Background: an optimization exercise with open tools, aiming at small area, a short achievable clock period and few clock cycles. Do not read the settings as production practice. No functional check of the RTL was part of any run shown here. Power figures rest on the tool's default switching activity, not on a simulated workload.

### design/flow/run.sh
#!/bin/bash
# synth_recipe.tcl (not shown) runs the flow's synth.tcl, then flattens the netlist and writes it again
# the make line also repeats each setting of config.mk as NAME=value (left out here)
make -C /OpenROAD-flow-scripts/flow DESIGN_CONFIG=/design/flow/config.mk WORK_HOME=/design/flow/orfs CLKGATE_MAP_FILE= SYNTH_SCRIPT=/design/flow/synth_recipe.tcl finish
### design/flow/config.mk
export PLATFORM = sky130hd
export DESIGN_NAME = keyword_source_lexer
export DESIGN_NICKNAME = keyword_source_lexer
export VERILOG_FILES = /design/flow/design.v
export SDC_FILE = /design/flow/constraint.sdc
export NUM_CORES = 4
export LEC_CHECK = 0
export ABC_CLOCK_PERIOD_IN_PS = 5000
export CAP_MARGIN = 20
export CORE_MARGIN = 2
export CORE_UTILIZATION = 40
export SETUP_SLACK_MARGIN = 3
export SLEW_MARGIN = 20
### design/flow/constraint.sdc
create_clock -name core_clock -period 8.5 [get_ports {clock}]
set_input_delay 1.7000 -clock core_clock [delete_from_list [all_inputs] [get_ports {clock}]]
set_output_delay 1.7000 -clock core_clock [all_outputs]
set_load 0.01 [all_outputs]
### design/flow/design.v
`default_nettype none
module ksl_front (
   input  wire logic         clock,
   input  wire logic         reset,
   input  wire logic         req_valid,
   output logic              req_stall,
   input  wire logic [8:0]   req_data,
   input  wire logic         csr_we,
   input  wire logic [16:0]  csr_wdata,
   input  wire logic         room,
   output logic              push,
   output logic [45:0]       push_w
);
   localparam logic [5:0] KIND_IDENT   = 6'd31;
   localparam logic [5:0] KIND_NUMBER  = 6'd32;
   localparam logic [5:0] KIND_STRING  = 6'd33;
   localparam logic [5:0] KIND_END     = 6'd57;
   localparam logic [2:0] LM_IDLE   = 3'd0;
   localparam logic [2:0] LM_IDENT  = 3'd1;
   localparam logic [2:0] LM_NUMBER = 3'd2;
   localparam logic [2:0] LM_STRING = 3'd3;
   localparam logic [2:0] LM_LINE   = 3'd4;
   localparam logic [2:0] LM_BLOCK  = 3'd5;
   localparam logic [2:0] LM_PEND   = 3'd6;
   localparam logic [2:0] PD_SLASH = 3'd0;
   localparam logic [2:0] PD_EQ    = 3'd1;
   localparam logic [2:0] PD_BANG  = 3'd2;
   localparam logic [2:0] PD_LT    = 3'd3;
   localparam logic [2:0] PD_GT    = 3'd4;
   localparam logic [2:0] PD_MINUS = 3'd5;
   function automatic logic [4:0] kw_first(input logic [7:0] ch);
      case (ch)
         8'h61: kw_first = 5'd10;
         8'h63: kw_first = 5'd12;
         8'h64: kw_first = 5'd9;
         8'h65: kw_first = 5'd17;
         8'h66: kw_first = 5'd8;
         8'h67: kw_first = 5'd2;
         8'h68: kw_first = 5'd4;
         8'h69: kw_first = 5'd5;
         8'h6b: kw_first = 5'd18;
         8'h6c: kw_first = 5'd26;
         8'h6d: kw_first = 5'd1;
         8'h6f: kw_first = 5'd13;
         8'h72: kw_first = 5'd0;
         8'h75: kw_first = 5'd24;
         8'h77: kw_first = 5'd11;
         default: kw_first = 5'd31;
      endcase
   endfunction
   function automatic logic [5:0] kw_exp(input logic [4:0] k, input logic [3:0] n);
      case ({k, n})
         {5'd0, 4'd1}: kw_exp = 6'd41;
         {5'd0, 4'd2}: kw_exp = 6'd46;
         {5'd0, 4'd3}: kw_exp = 6'd39;
         {5'd1, 4'd1}: kw_exp = 6'd47;
         {5'd1, 4'd2}: kw_exp = 6'd36;
         {5'd1, 4'd3}: kw_exp = 6'd53;
         {5'd1, 4'd4}: kw_exp = 6'd44;
         {5'd1, 4'd5}: kw_exp = 6'd37;
         {5'd2, 4'd1}: kw_exp = 6'd37;
         {5'd2, 4'd2}: kw_exp = 6'd46;
         {5'd2, 4'd3}: kw_exp = 6'd37;
         {5'd2, 4'd4}: kw_exp = 6'd50;
         {5'd2, 4'd5}: kw_exp = 6'd33;
         {5'd2, 4'd6}: kw_exp = 6'd52;
         {5'd2, 4'd7}: kw_exp = 6'd47;
         {5'd2, 4'd8}: kw_exp = 6'd50;
         {5'd2, 4'd9}: kw_exp = 6'd51;
         {5'd3, 4'd1}: kw_exp = 6'd37;
         {5'd3, 4'd2}: kw_exp = 6'd44;
         {5'd3, 4'd3}: kw_exp = 6'd33;
         {5'd3, 4'd4}: kw_exp = 6'd52;
         {5'd3, 4'd5}: kw_exp = 6'd41;
         {5'd3, 4'd6}: kw_exp = 6'd47;
         {5'd3, 4'd7}: kw_exp = 6'd46;
         {5'd3, 4'd8}: kw_exp = 6'd51;
         {5'd4, 4'd1}: kw_exp = 6'd47;
         {5'd4, 4'd2}: kw_exp = 6'd45;
         {5'd4, 4'd3}: kw_exp = 6'd47;
         {5'd4, 4'd4}: kw_exp = 6'd45;
         {5'd4, 4'd5}: kw_exp = 6'd47;
         {5'd4, 4'd6}: kw_exp = 6'd50;
         {5'd4, 4'd7}: kw_exp = 6'd48;
         {5'd4, 4'd8}: kw_exp = 6'd40;
         {5'd4, 4'd9}: kw_exp = 6'd41;
         {5'd4, 4'd10}: kw_exp = 6'd51;
         {5'd4, 4'd11}: kw_exp = 6'd45;
         {5'd5, 4'd1}: kw_exp = 6'd46;
         {5'd6, 4'd1}: kw_exp = 6'd46;
         {5'd6, 4'd2}: kw_exp = 6'd52;
         {5'd6, 4'd3}: kw_exp = 6'd37;
         {5'd6, 4'd4}: kw_exp = 6'd39;
         {5'd6, 4'd5}: kw_exp = 6'd37;
         {5'd6, 4'd6}: kw_exp = 6'd50;
         {5'd6, 4'd7}: kw_exp = 6'd51;
         {5'd6, 4'd8}: kw_exp = 6'd63;
         {5'd6, 4'd9}: kw_exp = 6'd45;
         {5'd6, 4'd10}: kw_exp = 6'd47;
         {5'd6, 4'd11}: kw_exp = 6'd36;
         {5'd7, 4'd1}: kw_exp = 6'd33;
         {5'd7, 4'd2}: kw_exp = 6'd52;
         {5'd7, 4'd3}: kw_exp = 6'd41;
         {5'd7, 4'd4}: kw_exp = 6'd47;
         {5'd7, 4'd5}: kw_exp = 6'd46;
         {5'd7, 4'd6}: kw_exp = 6'd33;
         {5'd7, 4'd7}: kw_exp = 6'd44;
         {5'd7, 4'd8}: kw_exp = 6'd51;
         {5'd8, 4'd1}: kw_exp = 6'd50;
         {5'd8, 4'd2}: kw_exp = 6'd37;
         {5'd8, 4'd3}: kw_exp = 6'd37;
         {5'd8, 4'd4}: kw_exp = 6'd63;
         {5'd8, 4'd5}: kw_exp = 6'd45;
         {5'd8, 4'd6}: kw_exp = 6'd47;
         {5'd8, 4'd7}: kw_exp = 6'd36;
         {5'd8, 4'd8}: kw_exp = 6'd53;
         {5'd8, 4'd9}: kw_exp = 6'd44;
         {5'd8, 4'd10}: kw_exp = 6'd37;
         {5'd9, 4'd1}: kw_exp = 6'd37;
         {5'd9, 4'd2}: kw_exp = 6'd38;
         {5'd9, 4'd3}: kw_exp = 6'd41;
         {5'd9, 4'd4}: kw_exp = 6'd46;
         {5'd9, 4'd5}: kw_exp = 6'd37;
         {5'd10, 4'd1}: kw_exp = 6'd51;
         {5'd11, 4'd1}: kw_exp = 6'd40;
         {5'd11, 4'd2}: kw_exp = 6'd37;
         {5'd11, 4'd3}: kw_exp = 6'd50;
         {5'd11, 4'd4}: kw_exp = 6'd37;
         {5'd12, 4'd1}: kw_exp = 6'd33;
         {5'd12, 4'd2}: kw_exp = 6'd51;
         {5'd12, 4'd3}: kw_exp = 6'd37;
         {5'd13, 4'd1}: kw_exp = 6'd38;
         {5'd14, 4'd1}: kw_exp = 6'd37;
         {5'd14, 4'd2}: kw_exp = 6'd35;
         {5'd14, 4'd3}: kw_exp = 6'd53;
         {5'd14, 4'd4}: kw_exp = 6'd50;
         {5'd14, 4'd5}: kw_exp = 6'd51;
         {5'd14, 4'd6}: kw_exp = 6'd41;
         {5'd14, 4'd7}: kw_exp = 6'd54;
         {5'd14, 4'd8}: kw_exp = 6'd37;
         {5'd15, 4'd1}: kw_exp = 6'd41;
         {5'd15, 4'd2}: kw_exp = 6'd56;
         {5'd15, 4'd3}: kw_exp = 6'd37;
         {5'd15, 4'd4}: kw_exp = 6'd36;
         {5'd15, 4'd5}: kw_exp = 6'd63;
         {5'd15, 4'd6}: kw_exp = 6'd48;
         {5'd15, 4'd7}: kw_exp = 6'd47;
         {5'd15, 4'd8}: kw_exp = 6'd41;
         {5'd15, 4'd9}: kw_exp = 6'd46;
         {5'd15, 4'd10}: kw_exp = 6'd52;
         {5'd16, 4'd1}: kw_exp = 6'd47;
         {5'd16, 4'd2}: kw_exp = 6'd50;
         {5'd16, 4'd3}: kw_exp = 6'd48;
         {5'd16, 4'd4}: kw_exp = 6'd40;
         {5'd16, 4'd5}: kw_exp = 6'd41;
         {5'd16, 4'd6}: kw_exp = 6'd51;
         {5'd16, 4'd7}: kw_exp = 6'd45;
         {5'd17, 4'd1}: kw_exp = 6'd46;
         {5'd17, 4'd2}: kw_exp = 6'd36;
         {5'd17, 4'd3}: kw_exp = 6'd47;
         {5'd17, 4'd4}: kw_exp = 6'd45;
         {5'd17, 4'd5}: kw_exp = 6'd47;
         {5'd17, 4'd6}: kw_exp = 6'd50;
         {5'd17, 4'd7}: kw_exp = 6'd48;
         {5'd17, 4'd8}: kw_exp = 6'd40;
         {5'd17, 4'd9}: kw_exp = 6'd41;
         {5'd17, 4'd10}: kw_exp = 6'd51;
         {5'd17, 4'd11}: kw_exp = 6'd45;
         {5'd18, 4'd1}: kw_exp = 6'd37;
         {5'd18, 4'd2}: kw_exp = 6'd50;
         {5'd18, 4'd3}: kw_exp = 6'd46;
         {5'd18, 4'd4}: kw_exp = 6'd37;
         {5'd18, 4'd5}: kw_exp = 6'd44;
         {5'd19, 4'd1}: kw_exp = 6'd45;
         {5'd19, 4'd2}: kw_exp = 6'd33;
         {5'd19, 4'd3}: kw_exp = 6'd39;
         {5'd19, 4'd4}: kw_exp = 6'd37;
         {5'd20, 4'd1}: kw_exp = 6'd47;
         {5'd20, 4'd2}: kw_exp = 6'd45;
         {5'd20, 4'd3}: kw_exp = 6'd48;
         {5'd20, 4'd4}: kw_exp = 6'd47;
         {5'd20, 4'd5}: kw_exp = 6'd51;
         {5'd20, 4'd6}: kw_exp = 6'd37;
         {5'd21, 4'd1}: kw_exp = 6'd48;
         {5'd21, 4'd2}: kw_exp = 6'd48;
         {5'd21, 4'd3}: kw_exp = 6'd44;
         {5'd21, 4'd4}: kw_exp = 6'd57;
         {5'd22, 4'd1}: kw_exp = 6'd33;
         {5'd22, 4'd2}: kw_exp = 6'd48;
         {5'd23, 4'd1}: kw_exp = 6'd47;
         {5'd23, 4'd2}: kw_exp = 6'd44;
         {5'd23, 4'd3}: kw_exp = 6'd36;
         {5'd24, 4'd1}: kw_exp = 6'd46;
         {5'd24, 4'd2}: kw_exp = 6'd38;
         {5'd24, 4'd3}: kw_exp = 6'd47;
         {5'd24, 4'd4}: kw_exp = 6'd44;
         {5'd24, 4'd5}: kw_exp = 6'd36;
         {5'd25, 4'd1}: kw_exp = 6'd47;
         {5'd25, 4'd2}: kw_exp = 6'd44;
         {5'd25, 4'd3}: kw_exp = 6'd41;
         {5'd25, 4'd4}: kw_exp = 6'd45;
         {5'd25, 4'd5}: kw_exp = 6'd41;
         {5'd25, 4'd6}: kw_exp = 6'd52;
         {5'd26, 4'd1}: kw_exp = 6'd41;
         {5'd26, 4'd2}: kw_exp = 6'd45;
         {5'd26, 4'd3}: kw_exp = 6'd41;
         {5'd26, 4'd4}: kw_exp = 6'd52;
         {5'd27, 4'd1}: kw_exp = 6'd41;
         {5'd27, 4'd2}: kw_exp = 6'd44;
         {5'd27, 4'd3}: kw_exp = 6'd52;
         {5'd27, 4'd4}: kw_exp = 6'd37;
         {5'd27, 4'd5}: kw_exp = 6'd50;
         {5'd28, 4'd1}: kw_exp = 6'd33;
         {5'd28, 4'd2}: kw_exp = 6'd45;
         {5'd28, 4'd3}: kw_exp = 6'd34;
         {5'd28, 4'd4}: kw_exp = 6'd36;
         {5'd28, 4'd5}: kw_exp = 6'd33;
         {5'd29, 4'd1}: kw_exp = 6'd41;
         {5'd29, 4'd2}: kw_exp = 6'd52;
         {5'd29, 4'd3}: kw_exp = 6'd40;
         {5'd30, 4'd1}: kw_exp = 6'd46;
         {5'd30, 4'd2}: kw_exp = 6'd41;
         {5'd30, 4'd3}: kw_exp = 6'd52;
         {5'd30, 4'd4}: kw_exp = 6'd41;
         {5'd30, 4'd5}: kw_exp = 6'd33;
         {5'd30, 4'd6}: kw_exp = 6'd44;
         default: kw_exp = 6'd0;
      endcase
   endfunction
   function automatic logic [4:0] kw_alt(input logic [4:0] k, input logic [3:0] n,
                                         input logic [7:0] ch);
      kw_alt = 5'd31;
      if ((k == 5'd10) && (n == 4'd1) && (ch == 8'h70)) kw_alt = 5'd21;
      if ((k == 5'd12) && (n == 4'd1) && (ch == 8'h6f)) kw_alt = 5'd20;
      if ((k == 5'd20) && (n == 4'd2) && (ch == 8'h6c)) kw_alt = 5'd25;
      if ((k == 5'd8) && (n == 4'd1) && (ch == 8'h69)) kw_alt = 5'd15;
      if ((k == 5'd8) && (n == 4'd1) && (ch == 8'h6f)) kw_alt = 5'd23;
      if ((k == 5'd15) && (n == 4'd2) && (ch == 8'h6c)) kw_alt = 5'd27;
      if ((k == 5'd5) && (n == 4'd1) && (ch == 8'h6d)) kw_alt = 5'd19;
      if ((k == 5'd5) && (n == 4'd2) && (ch == 8'h69)) kw_alt = 5'd30;
      if ((k == 5'd5) && (n == 4'd2) && (ch == 8'h74)) kw_alt = 5'd6;
      if ((k == 5'd26) && (n == 4'd1) && (ch == 8'h61)) kw_alt = 5'd28;
      if ((k == 5'd1) && (n == 4'd1) && (ch == 8'h61)) kw_alt = 5'd22;
      if ((k == 5'd1) && (n == 4'd2) && (ch == 8'h72)) kw_alt = 5'd16;
      if ((k == 5'd0) && (n == 4'd1) && (ch == 8'h61)) kw_alt = 5'd7;
      if ((k == 5'd0) && (n == 4'd1) && (ch == 8'h65)) kw_alt = 5'd3;
      if ((k == 5'd3) && (n == 4'd2) && (ch == 8'h63)) kw_alt = 5'd14;
      if ((k == 5'd11) && (n == 4'd1) && (ch == 8'h69)) kw_alt = 5'd29;
   endfunction
   function automatic logic [3:0] kw_len(input logic [4:0] k);
      case (k)
         5'd0: kw_len = 4'd4;
         5'd1: kw_len = 4'd6;
         5'd2: kw_len = 4'd10;
         5'd3: kw_len = 4'd9;
         5'd4: kw_len = 4'd12;
         5'd5: kw_len = 4'd2;
         5'd6: kw_len = 4'd12;
         5'd7: kw_len = 4'd9;
         5'd8: kw_len = 4'd11;
         5'd9: kw_len = 4'd6;
         5'd10: kw_len = 4'd2;
         5'd11: kw_len = 4'd5;
         5'd12: kw_len = 4'd4;
         5'd13: kw_len = 4'd2;
         5'd14: kw_len = 4'd9;
         5'd15: kw_len = 4'd11;
         5'd16: kw_len = 4'd8;
         5'd17: kw_len = 4'd12;
         5'd18: kw_len = 4'd6;
         5'd19: kw_len = 4'd5;
         5'd20: kw_len = 4'd7;
         5'd21: kw_len = 4'd5;
         5'd22: kw_len = 4'd3;
         5'd23: kw_len = 4'd4;
         5'd24: kw_len = 4'd6;
         5'd25: kw_len = 4'd7;
         5'd26: kw_len = 4'd5;
         5'd27: kw_len = 4'd6;
         5'd28: kw_len = 4'd6;
         5'd29: kw_len = 4'd4;
         5'd30: kw_len = 4'd7;
         default: kw_len = 4'd0;
      endcase
   endfunction
   function automatic logic [5:0] single_kind(input logic [7:0] ch);
      case (ch)
         "+":     single_kind = 6'd39;
         "*":     single_kind = 6'd42;
         "%":     single_kind = 6'd44;
         "(":     single_kind = 6'd45;
         ")":     single_kind = 6'd46;
         "{":     single_kind = 6'd47;
         "}":     single_kind = 6'd48;
         ",":     single_kind = 6'd49;
         ";":     single_kind = 6'd50;
         ":":     single_kind = 6'd53;
         "[":     single_kind = 6'd54;
         "]":     single_kind = 6'd55;
         ".":     single_kind = 6'd56;
         default: single_kind = 6'd0;
      endcase
   endfunction
   function automatic logic [15:0] cap1_of(input logic [16:0] l);
      if (l[16]) begin
         cap1_of = 16'hfffe;
      end else if (l[15:1] == 15'd0) begin
         cap1_of = 16'hffff;
      end else begin
         cap1_of = l[15:0] - 16'd2;
      end
   endfunction
   logic         in_v;
   logic [7:0]   c;
   logic         eot;
   logic [2:0]   mode_ff, mode_in;
   logic [2:0]   pend_ff, pend_in;
   logic         star_ff, star_in;
   logic [15:0]  start_ff, start_in;
   logic [5:0]   len_ff, len_in;
   logic [4:0]   kw_ff, kw_in;
   logic [16:0]  pos_ff, pos_in;
   logic [15:0]  cnt_ff, cnt_in;
   logic         ovf_ff, ovf_in;      
   logic         near_ff, near_in;    
   logic [15:0]  cap1_ff;            
   logic [15:0]  cap1_w, cap1_new, pos_inc, cnt_inc;
   logic         is_space, is_digit, is_alpha, is_word, is_pend;
   logic [2:0]   c_pend;
   logic [5:0]   c_kind, two_kind, flush_kind, flush_len;
   logic         flush_emits;
   assign is_space = ((c >= 8'd9) && (c <= 8'd13)) || (c == 8'd32);
   assign is_digit = (c >= "0") && (c <= "9");
   assign is_alpha = ((c >= "a") && (c <= "z")) || ((c >= "A") && (c <= "Z")) || (c == "_");
   assign is_word  = is_alpha || is_digit;
   assign c_kind   = single_kind(c);
   assign cap1_w   = cap1_of(csr_wdata);
   assign cap1_new = csr_we ? cap1_w : cap1_ff;
   assign cnt_inc  = cnt_ff + 16'd1;
   assign pos_inc  = pos_ff[15:0] + 16'd1;
   logic [5:0]   kw_e;
   logic         kw_hit;
   assign kw_e   = kw_exp(kw_ff, len_ff[3:0]);
   assign kw_hit = kw_e[5] && (len_ff[5:4] == 2'b00) && (c[4:0] == kw_e[4:0]) && c[6] &&
                   (c[5] || (kw_e[4:0] == 5'd31));
   always_comb begin
      is_pend = 1'b1;
      c_pend  = PD_SLASH;
      case (c)
         "/":     c_pend = PD_SLASH;
         "=":     c_pend = PD_EQ;
         "!":     c_pend = PD_BANG;
         "<":     c_pend = PD_LT;
         ">":     c_pend = PD_GT;
         "-":     c_pend = PD_MINUS;
         default: is_pend = 1'b0;
      endcase
   end
   always_comb begin
      two_kind = 6'd0;
      if (c == "=") begin
         case (pend_ff)
            PD_EQ:   two_kind = 6'd34;
            PD_BANG: two_kind = 6'd35;
            PD_LT:   two_kind = 6'd36;
            PD_GT:   two_kind = 6'd37;
            default: two_kind = 6'd0;
         endcase
      end else if ((c == ">") && (pend_ff == PD_MINUS)) begin
         two_kind = 6'd41;
      end
   end
   always_comb begin
      flush_emits = 1'b1;
      flush_len   = len_ff;
      case (mode_ff)
         LM_IDENT:  flush_kind = (len_ff == {2'b00, kw_len(kw_ff)}) ? {1'b0, kw_ff} : KIND_IDENT;
         LM_NUMBER: flush_kind = KIND_NUMBER;
         LM_STRING: flush_kind = KIND_STRING;
         LM_PEND: begin
            flush_len = 6'd1;
            case (pend_ff)
               PD_SLASH: flush_kind = 6'd43;
               PD_EQ:    flush_kind = 6'd38;
               PD_LT:    flush_kind = 6'd51;
               PD_GT:    flush_kind = 6'd52;
               PD_MINUS: flush_kind = 6'd40;
               default:  flush_kind = 6'd0;
            endcase
            flush_emits = (pend_ff != PD_BANG);
         end
         default: begin
            flush_kind  = 6'd0;
            flush_emits = 1'b0;
         end
      endcase
   end
   logic         emit, split, take;
   logic [5:0]   w_kind, w_len;
   logic [15:0]  w_start;
   logic         w_ovf, w_last, w_end;
   always_comb begin
      logic do_flush, do_start;
      mode_in  = mode_ff;
      pend_in  = pend_ff;
      star_in  = star_ff;
      start_in = start_ff;
      len_in   = len_ff;
      kw_in    = kw_ff;
      pos_in   = pos_ff;
      emit     = 1'b0;
      split    = 1'b0;
      w_end    = 1'b0;
      w_kind   = flush_kind;
      w_start  = start_ff;
      w_len    = flush_len;
      w_ovf    = 1'b0;
      do_flush = 1'b0;
      do_start = 1'b0;
      if (eot) begin
         mode_in = LM_IDLE;
         emit    = 1'b1;
         if (!ovf_ff && flush_emits) begin
            split = 1'b1;
         end else begin
            w_end   = 1'b1;
            w_kind  = KIND_END;
            w_start = pos_ff[15:0];
            w_len   = 6'd0;
            w_ovf   = ovf_ff;
            pos_in  = '0;
         end
      end else if (!ovf_ff && !pos_ff[16]) begin
         pos_in = pos_ff + 17'd1;
         case (mode_ff)
            LM_IDENT: begin
               if (is_word) begin
                  if (len_ff != 6'd63) len_in = len_ff + 6'd1;
                  if (kw_hit) begin
                     kw_in = kw_ff;
                  end else begin
                     kw_in = kw_alt(kw_ff, len_ff[3:0], c);
                  end
               end else begin
                  do_flush = 1'b1;
                  do_start = 1'b1;
               end
            end
            LM_NUMBER: begin
               if (is_digit) begin
                  if (len_ff != 6'd63) len_in = len_ff + 6'd1;
               end else begin
                  do_flush = 1'b1;
                  do_start = 1'b1;
               end
            end
            LM_STRING: begin
               if (c == "\"") begin
                  do_flush = 1'b1;
               end else if (len_ff != 6'd63) begin
                  len_in = len_ff + 6'd1;
               end
            end
            LM_LINE: begin
               if (c == 8'd10) mode_in = LM_IDLE;
            end
            LM_BLOCK: begin
               if (star_ff && (c == "/")) begin
                  mode_in = LM_IDLE;
               end else begin
                  star_in = (c == "*");
               end
            end
            LM_PEND: begin
               if ((pend_ff == PD_SLASH) && (c == "/")) begin
                  mode_in = LM_LINE;
               end else if ((pend_ff == PD_SLASH) && (c == "*")) begin
                  mode_in = LM_BLOCK;
                  star_in = 1'b0;
               end else if (two_kind != 6'd0) begin
                  mode_in = LM_IDLE;
                  emit    = 1'b1;
                  w_kind  = two_kind;
                  w_len   = 6'd2;
               end else begin
                  do_flush = 1'b1;
                  do_start = 1'b1;
               end
            end
            default: begin
               mode_in  = LM_IDLE;
               do_start = 1'b1;
            end
         endcase
         if (do_flush) begin
            mode_in = LM_IDLE;
            if (flush_emits) begin
               emit = 1'b1;
               if (do_start && !near_ff && !is_pend && (c_kind != 6'd0)) begin
                  split  = 1'b1;
                  pos_in = pos_ff;
               end else if (near_ff) begin
                  do_start = 1'b0;
               end
            end
         end
         if (do_start && !split) begin
            if (is_alpha) begin
               mode_in  = LM_IDENT;
               start_in = pos_ff[15:0];
               len_in   = 6'd1;
               kw_in    = kw_first(c);
            end else if (is_digit) begin
               mode_in  = LM_NUMBER;
               start_in = pos_ff[15:0];
               len_in   = 6'd1;
            end else if (c == "\"") begin
               mode_in  = LM_STRING;
               start_in = pos_inc;
               len_in   = 6'd0;
            end else if (is_pend) begin
               mode_in  = LM_PEND;
               pend_in  = c_pend;
               start_in = pos_ff[15:0];
            end else if (c_kind != 6'd0) begin
               emit    = 1'b1;
               w_kind  = c_kind;
               w_start = pos_ff[15:0];
               w_len   = 6'd1;
            end
         end
      end
      w_last = !split;
      take   = in_v && !split && (room || !emit);
      push   = in_v && emit && room;
   end
   assign push_w    = {w_kind, cnt_ff, w_start, w_len, w_ovf, w_last};
   assign req_stall = in_v && !take;
   always_comb begin
      cnt_in  = cnt_ff;
      ovf_in  = ovf_ff;
      near_in = near_ff;
      if (push && w_end) begin
         cnt_in  = '0;
         ovf_in  = (cap1_new == 16'hffff);
         near_in = (cap1_new == 16'd0);
      end else if (push) begin
         cnt_in  = cnt_inc;
         ovf_in  = near_ff;
         near_in = (cnt_inc == cap1_ff);
      end else if (csr_we && !in_v) begin
         ovf_in  = (cap1_w == 16'hffff);
         near_in = (cap1_w == 16'd0);
      end
   end
   always_ff @(posedge clock) begin
      if (reset) begin
         in_v <= 1'b0;
      end else if (!req_stall) begin
         in_v <= req_valid;
      end
      if (!req_stall) begin
         {c, eot} <= req_data;
      end
   end
   always_ff @(posedge clock) begin
      if (reset) begin
         mode_ff <= LM_IDLE;
         pos_ff  <= '0;
         cnt_ff  <= '0;
         ovf_ff  <= 1'b0;
         near_ff <= 1'b0;
         cap1_ff <= 16'd1022;
      end else begin
         if (csr_we) cap1_ff <= cap1_w;
         cnt_ff  <= cnt_in;
         ovf_ff  <= ovf_in;
         near_ff <= near_in;
         if (in_v && (room || !emit)) begin
            mode_ff <= mode_in;
            pos_ff  <= pos_in;
         end
      end
   end
   always_ff @(posedge clock) begin
      if (in_v && (room || !emit)) begin
         pend_ff  <= pend_in;
         star_ff  <= star_in;
         start_ff <= start_in;
         len_ff   <= len_in;
         kw_ff    <= kw_in;
      end
   end
endmodule
`default_nettype wire
`default_nettype none
module ksl_tokq (
   input  wire logic          clock,
   input  wire logic          reset,
   input  wire logic          push,
   input  wire logic [45:0]   push_w,
   output logic              room,
   output logic              rsp_valid,
   input  wire logic          rsp_stall,
   output logic [45:0]       rsp_data
);
   logic         v_ff;
   logic [45:0]  w_ff;
   assign rsp_valid = v_ff;
   assign rsp_data  = w_ff;
   assign room      = !v_ff || !rsp_stall;
   always_ff @(posedge clock) begin
      if (reset) begin
         v_ff <= 1'b0;
      end else if (room) begin
         v_ff <= push;
      end
      if (push) begin
         w_ff <= push_w;
      end
   end
endmodule
`default_nettype wire
`default_nettype none
module keyword_source_lexer #(
   parameter int MAX_TEXT_LEN = 65536
) (
   input  wire logic         clock,
   input  wire logic         reset,
   input  wire logic         req_valid,
   output logic             req_stall,
   input  wire logic [8:0]   req_data,
   output logic             rsp_valid,
   input  wire logic         rsp_stall,
   output logic [45:0]      rsp_data,
   input  wire logic         csr_we,
   input  wire logic [16:0]  csr_wdata
);
   logic         room;
   logic         push;
   logic [45:0]  push_w;
   ksl_front u_front (
      .clock     (clock),
      .reset     (reset),
      .req_valid (req_valid),
      .req_stall (req_stall),
      .req_data  (req_data),
      .csr_we    (csr_we),
      .csr_wdata (csr_wdata),
      .room      (room),
      .push      (push),
      .push_w    (push_w)
   );
   ksl_tokq u_tokq (
      .clock     (clock),
      .reset     (reset),
      .push      (push),
      .push_w    (push_w),
      .room      (room),
      .rsp_valid (rsp_valid),
      .rsp_stall (rsp_stall),
      .rsp_data  (rsp_data)
   );
endmodule
`default_nettype wire
==> qor.yml, run 1 <==
clocking:
  clock-sinks: 152
  path_clk_slew_ps: 80
  htreeDepth: 4
  cts_root_buffer: "clkbuf_16"
  cts_tree: "yes"
  worstSkewPairLatency_ps: 440
  cts_buffer_depth: 2
  cts_made_buffers: 17
logic_synthesis:
  synth-compound-area-share_pct: 24.91
  yosysMostFrequentCell: "nor2_1"
  synthAdderAreaFrac_pct: 2.270
  synth_cell_types: 108
  yosysWarnings: 2
  yosysTopAreaCell: "edfxtp_1"
  synth-main-ff-cell: "edfxtp_1"
  syn_nets: 1505
  synth_top_family_by_area: "simple AND/OR/NAND/NOR gates"
  ys_seq_elements: 152
  synth_xor_area_share_pct: 7.580
  synth_common_cells: "nor2_1 (158), nand2_1 (123), a21oi_1 (93)"
  synth_area_um2: 12020
  synth_top_area_share_pct: 21.49
  synthMuxAreaShare_pct: 2.613
  post_synth.cell_area_avg_um2: 8.270
  synthesis.instances: 1453
  seq_area_frac_synth_pct: 32.49
  ys_async_sr_fraction_pct: 0
  yosys-top-cells-area: "edfxtp_1 (21%), dfxtp_1 (11%), nor2_1 (4.9%)"
  synth-edff-count: 86
  synthSimpleGateAreaFrac_pct: 25.51
power:
  p_sw_share_pct: 31.94
  powerDensity_nw_per_um2: 139.8
  peakVddDrop_v: 0.0001352
  p_seq_share_pct: 42.3
  p_int_mw: 1.336
  pwr-share-clk_pct: 38.4
  total_leakage_power_nw: 4.857
  switching_power_mw: 0.6272
  pwr-share-comb_pct: 19.3
worst_setup_path:
  r2r_cells: 16
  r2r_end: "u_front.kw_e[3]"
  criticalPathCategory: "flop to flop"
  r2r-start: "u_front.c[4]"
  r2r_slack_ps: 3070
  required_ps: 8850
  worstSetupStartpointType: "flop"
  crit_path_max_fanout: 31
  endpoint_kind: "flop"
  worst_ep_arrival_time_ps: 5780
timing:
  setup_viol: 0
  hold_violations: 0
  worst_slew_pin_slew_ps: 897.3
  rsz0062_at_grt: "true"
  skew_ps: 20.42
  maxSlewHeadroom_pct: 40.00
  setup_tns_ps: 0
  period_needed_ps: 5434
  max_freq_mhz: 184.0
  finalWorstSetupSlack_ps: 3066
  period_share_pct: 63.93
  slew_viol_final: 0
layout:
  fillCellCount: 2940
  multi_input_area_um2: 7692
  drive_above_1_share_pct: 12.56
  diodes: 0
  synthToLayoutAreaGrowth_pct: 16.88
  nets: 1560
  seq_area_um2: 3905
detailed_routing:
  drc: 0
  num_vias: 12240
  drt-wirelength-per-cell_um: 21.22
  drt-total-wl_mm: 40.55
  drt-initial-drc-count: 1713
  vias_per_cell: 6.402
  first_pass_iters: 7
  ant_nets: 0
placed_design:
  dpl_worst_slack_ps: 2178
  dp_hpwl_mm: 27.63
  place_congestion: 1.030
  io_buffers: 78
floorplan:
  die_width_um: 177.3
  start_util_pct: 40.54
  core_area_um2: 29640
  die_h_um: 177.3
  die-area_um2: 31440
  floorplan.rows: 63
  ioPinCount: 79
global_routing:
  overflow: 0
  grt_usage_pct: 25.30
  grt_first_pass_wirelength_mm: 62.86
  grt_max_degree: 66
  grt_pass1_vias: 11150
  antenna_found_initial: 0
min_path:
  min_to: "u_tokq.w_ff[25]"
  hold_path_class: "flop to flop"
  min-delay-start: "u_front.cnt_ff[1]"
  min_path_cells: 0
flow_run:
  maxCapViolCount: 0
status:
  outcome: "timing/DRC/antenna clean"
## power groups by stage
stage	registers [mW]	clock network, mW	logic [mW]
floorplan	0.835	0	0.240
global placement	0.853	0	0.337
detailed placement	0.853	0	0.335
CTS	0.831	0.767	0.355
global route	0.832	0.798	0.404
finish	0.830	0.755	0.379
## metrics by stage
stage	power, mW	hold slack [ps]	instance area [um2]	utilization [%]	std cells
floorplan	1.075	447.7	12020	-	1453
global placement	1.189	472.9	12980	43.79	1831
detailed placement	1.188	488.7	12980	43.79	1831
CTS	1.952	517.6	13780	46.49	1887
global route	2.034	536.0	14040	47.39	1911
finish	1.963	520.5	14040	47.39	1911
## per-layer routing
layer | up-vias | global-route usage [%] | routed length (um)
met3 | 163 | 3.770 | 3570
li1 | 5574 | - | -
met5 | - | 0 | 0
met2 | 734 | 40.13 | 18120
met4 | 0 | 10.31 | 1640
met1 | 5764 | 34.48 | 17210
## cell usage in the layout (no fill, tap or decap), drive strengths merged, types with 17 or more instances in the layout
cell             n
inv             39
clkbuf          18
a21oi           97
nor3            59
nor4            19
nand2b          23
buf             61
and3            31
a31oi           32
mux2            17
o21ai           73
nand2          126
nor2b           21
xnor2           56
a211oi          24
xor2            48
ha              21
nand4           24
nor2           162
dfxtp           66
nand3           51
clkdlybuf4s50   77
edfxtp          86
## repair_timing
action | 4_1_cts | 5_1_grt
pin swaps | 4 | 8
buffers inserted | 23 | 24
gates resized for setup | 13 | 22
endpoints found under the setup margin | 8 | 8
hold buffers | 0 | 0
gates cloned | 1 | 0
## how the worst max path moves through the flow
stage,from,to,cells after the start
2_1_floorplan,u_front.c[4],u_front.kw_e[3],23
3_3_place_gp,rsp_stall,u_front.kw_e[3],14
3_5_place_dp,rsp_stall,u_front.kw_e[3],14
4_1_cts,u_front.c[2],req_stall,11
5_1_grt,u_front.c[4],u_front.kw_e[3],16
6_report,u_front.c[4],u_front.kw_e[3],16
## cell type report
| cell class | instances | share of cell area, % |
|---|---|---|
| clock buffers | 17 | 3.029 |
| multi-input cells | 1167 | 54.77 |
| inverters | 30 | 0.8731 |
| well taps | 390 | 3.474 |
| flip-flops and latches | 152 | 27.80 |
| repair buffers | 140 | 8.962 |
| clock inverters | 15 | 1.087 |
## worst max-delay path, cell delays in order, from the launching register on
cell	delay [ps]
edfxtp_1	390
buf_4	170
or4b_4	600
or4b_4	590
nand4_2	140
and3_2	280
a211o_1	250
nand2_2	250
inv_6	320
a21o_1	420
ha_2	510
o21ai_0	340
a211oi_1	420
a31oi_1	90
a221oi_1	350
nand3_1	130
o311ai_1	90
## cells by family after synthesis
| kind of cell | Yosys count |
|---|---|
| AO/OA/AOI/OAI | 414 |
| XOR/XNOR | 104 |
| adder cells (fa/ha/maj) | 22 |
| buffers and inverters | 135 |
| flip-flops | 152 |
| multiplexers | 28 |
| AND/OR/NAND/NOR | 598 |
## state kept, by name, summed over array words and instances (netlist names), 3 cells and up, named ones only
register,count
u_tokq.w_ff,46
u_front.start_ff,16
u_front.mode_ff,3
u_front.pos_ff,17
u_front.len_ff,6
u_front.pend_ff,3
u_front.cap1_ff,16
u_front.kw_e,6
u_front.cnt_ff,16
u_front.kw_ff,5
u_front.c,8
==> run 2: changes to the inputs <==
--- a/design/flow/config.mk
+++ b/design/flow/config.mk
@@ -5,9 +5,9 @@
 export SDC_FILE = /design/flow/constraint.sdc
 export NUM_CORES = 4
 export LEC_CHECK = 0
-export ABC_CLOCK_PERIOD_IN_PS = 5000
+export ABC_CLOCK_PERIOD_IN_PS = 3500
 export CAP_MARGIN = 20
 export CORE_MARGIN = 2
 export CORE_UTILIZATION = 40
-export SETUP_SLACK_MARGIN = 3
+export SETUP_SLACK_MARGIN = 4.5
 export SLEW_MARGIN = 20
==> qor.yml, run 2 <==
status:
  outcome: "timing/DRC/antenna clean"
floorplan:
  start_util_pct: 40.54
  die_h_um: 177.3
  die_width_um: 177.3
  ioPinCount: 79
  die-area_um2: 31440
  core_area_um2: 29640
  floorplan.rows: 63
placed_design:
  io_buffers: 78
  place_congestion: 0.9816
  dp_cells: 1832
  dp_hpwl_mm: 28.29
logic_synthesis:
  synth_common_cells: "nor2_1 (158), nand2_1 (123), a21oi_1 (93)"
  synth-main-ff-cell: "edfxtp_1"
  yosysTopAreaCell: "edfxtp_1"
  synthesis.instances: 1453
  synth-edff-count: 86
  synth_area_um2: 12020
  yosys-top-cells-area: "edfxtp_1 (21%), dfxtp_1 (11%), nor2_1 (4.9%)"
  synth_cell_types: 108
  yosysWarnings: 2
  syn_nets: 1505
  yosysMostFrequentCell: "nor2_1"
  ys_seq_elements: 152
  post_synth.cell_area_avg_um2: 8.270
  synth_top_area_share_pct: 21.49
  ys_async_sr_fraction_pct: 0
  seq_area_frac_synth_pct: 32.49
power:
  peakVddDrop_v: 0.0001270
  powerDensity_nw_per_um2: 126.1
  total_leakage_power_nw: 6.338
timing:
  slew_viol_final: 0
  maxSlewHeadroom_pct: 42.47
  setup_tns_ps: 0
  period_needed_ps: 4961
  period_share_pct: 58.36
  rsz0062_at_grt: "true"
  hold_violations: 0
  worst_slew_pin_slew_ps: 860.3
  skew_ps: 17.81
  max_freq_mhz: 201.6
  setup_viol: 0
detailed_routing:
  drt-wirelength-per-cell_um: 23.38
  vias_per_cell: 6.543
  num_vias: 13700
  ant_nets: 0
  drc: 0
  first_pass_iters: 11
  drt-initial-drc-count: 1848
  drt-total-wl_mm: 48.96
clocking:
  htreeDepth: 4
  cts_tree: "yes"
  clock-sinks: 152
  path_clk_slew_ps: 80
  worstSkewPairLatency_ps: 440
  cts_buffer_depth: 2
  cts_made_buffers: 17
  cts_root_buffer: "clkbuf_16"
layout:
  drive_above_1_share_pct: 31.69
  largest_reg_flops: 46
  diodes: 0
  mostFrequentLayoutCell: "buf_4"
  largest-register: "u_tokq.w_ff"
  fin_cells: 2094
  nets: 1743
  synthToLayoutAreaGrowth_pct: 44.71
  fillCellCount: 2497
  layout_common_cells: "buf_4 (173), nor2_1 (145), nand2_1 (112)"
  largestRegisters: "u_tokq.w_ff (46), u_front.pos_ff (17)"
global_routing:
  grt_pass1_vias: 12600
  grt_max_degree: 66
  grt_first_pass_wirelength_mm: 70.67
  grt_usage_pct: 28.62
  overflow: 0
  antenna_found_initial: 0
worst_setup_path:
  worstSetupStartpointType: "flop"
  required_ps: 6800
  endpoint_kind: "output port"
  criticalPathCategory: "flop to output port"
  r2r_slack_ps: 3880
  crit_path_max_fanout: 4
  worst_ep_arrival_time_ps: 3260
min_path:
  hold_path_class: "flop to flop"
flow_run:
  maxCapViolCount: 0
run 2: cell counts after synthesis:
No cell type changed its count.
run 2: layer usage:
metal	GRT usage, %	vias up	wire [um]	share of wire (%)
met5	0	-	0	0
met3	5.313	302	5256	11
li1	-	5976	-	-
met2	45.30	1008	21660	44
met4	14.11	0	2936	6.0
met1	37.48	6416	19110	39
run 2: cell type report:
type	instances	area [um2]	share of cell area, %
Multi-Input combinational cell	1172	9074	52.18
Sequential cell	152	3905	22.46
Timing Repair Buffer	315	3094	17.79
Tap cell	390	488.0	2.806
Clock buffer	17	425.4	2.446
Clock inverter	15	197.7	1.137
Inverter	30	181.4	1.043
Timing Repair inverter	3	23.77	0.1367
run 2: logic make-up (layout without fill, tap and decap cells):
logic type               after synthesis  count (layout)  share of synthesized area [%]
AND/OR/NAND/NOR                      598             600                          25.51
AO/OA/AOI/OAI                        414             418                          24.91
flip-flops                           152             152                          32.49
buffers and inverters                135             380                          4.634
XOR/XNOR                             104             104                          7.580
multiplexers                          28              28                          2.613
adder cells (fa/ha/maj)               22              22                          2.270
run 2: worst paths after layout:
kind | start | endpoint | depth (start not counted)
worst max-delay path | u_front.c[1] | req_stall | 12
worst min-delay path | u_front.cnt_ff[1] | u_tokq.w_ff[25] | 0
worst max register to register | u_front.c[1] | u_front.kw_e[2] | 23
worst min register to register | u_front.cnt_ff[1] | u_tokq.w_ff[25] | 0
run 2: where the power goes:
part           internal, mW  switching, mW  total [mW]  leakage, nW
clock                 0.426          0.375       0.802        0.303
combinational         0.242          0.320       0.562         4.66
sequential            0.802         0.0280       0.830         1.37
total                  1.47          0.723        2.19         6.34
run 2: worst max-delay path, stage by stage, from the launching register on:
cell,delay [ps]
edfxtp_1,430
buf_12,160
or4_4,550
a21oi_4,190
o211ai_1,170
o211a_4,210
or4_4,480
o32ai_2,210
nand2b_1,110
o21ai_2,100
nand2_4,70
inv_2,60
buf_6,90
run 2: through the flow:
| stage | setup slack [ps] | instance area [um2] | power [mW] | utilization, % | hold slack, ps |
|---|---|---|---|---|---|
| global route | 3399 | 17390 | 2.254 | 58.67 | 517.5 |
| global placement | 2503 | 13140 | 1.201 | 44.34 | 472.5 |
| CTS | 3497 | 15980 | 2.104 | 53.93 | 501.3 |
| floorplan | 4010 | 12260 | 1.085 | - | 447.7 |
| detailed placement | 2568 | 13140 | 1.200 | 44.34 | 482.0 |
| finish | 3539 | 17390 | 2.193 | 58.67 | 503.7 |
run 2: timing repair:
item / 4_1_cts / 5_1_grt
cloned: 12 / 7
hold endpoints to repair: 0 / 0
endpoints found under the setup margin: 126 / 47
hold buffers: 0 / 0
resized for setup: 229 / 161
pin swaps: 48 / 76
buffers inserted: 135 / 76

[what the ideal ports hide]
How much do the figures lean on ideal ports? The routed layouts below were timed once more, with nothing changed but the port constraints. Step 1 sets driving cells, clkbuf_16 on the clock port and buf_2 on the other inputs (assumed; they add their load-dependent delay and slew). Step 2 times the ports against the registers' clock, not the clock port: input delays grow and output delays shrink by t, the midpoint of the rising clock arrivals with the driver on. a / b / c = ideal / step 1 / step 2; a / b = the first two.
| run | shift t [ns] | setup slack, ns | hold WS [ns] |
|---|---|---|---|
| run 1 | 0.478 | 3.066 / 3.066 / 2.591 | 0.521 / 0.521 / 0.521 |
| run 2 | 0.483 | 3.539 / 3.488 / 3.733 | 0.504 / 0.504 / 0.504 |
After both steps every run listed still meets setup and hold. For run 1, which loses most, drivers alone change the setup slack by 0.000 ns; drivers and shift together by -0.475 ns.
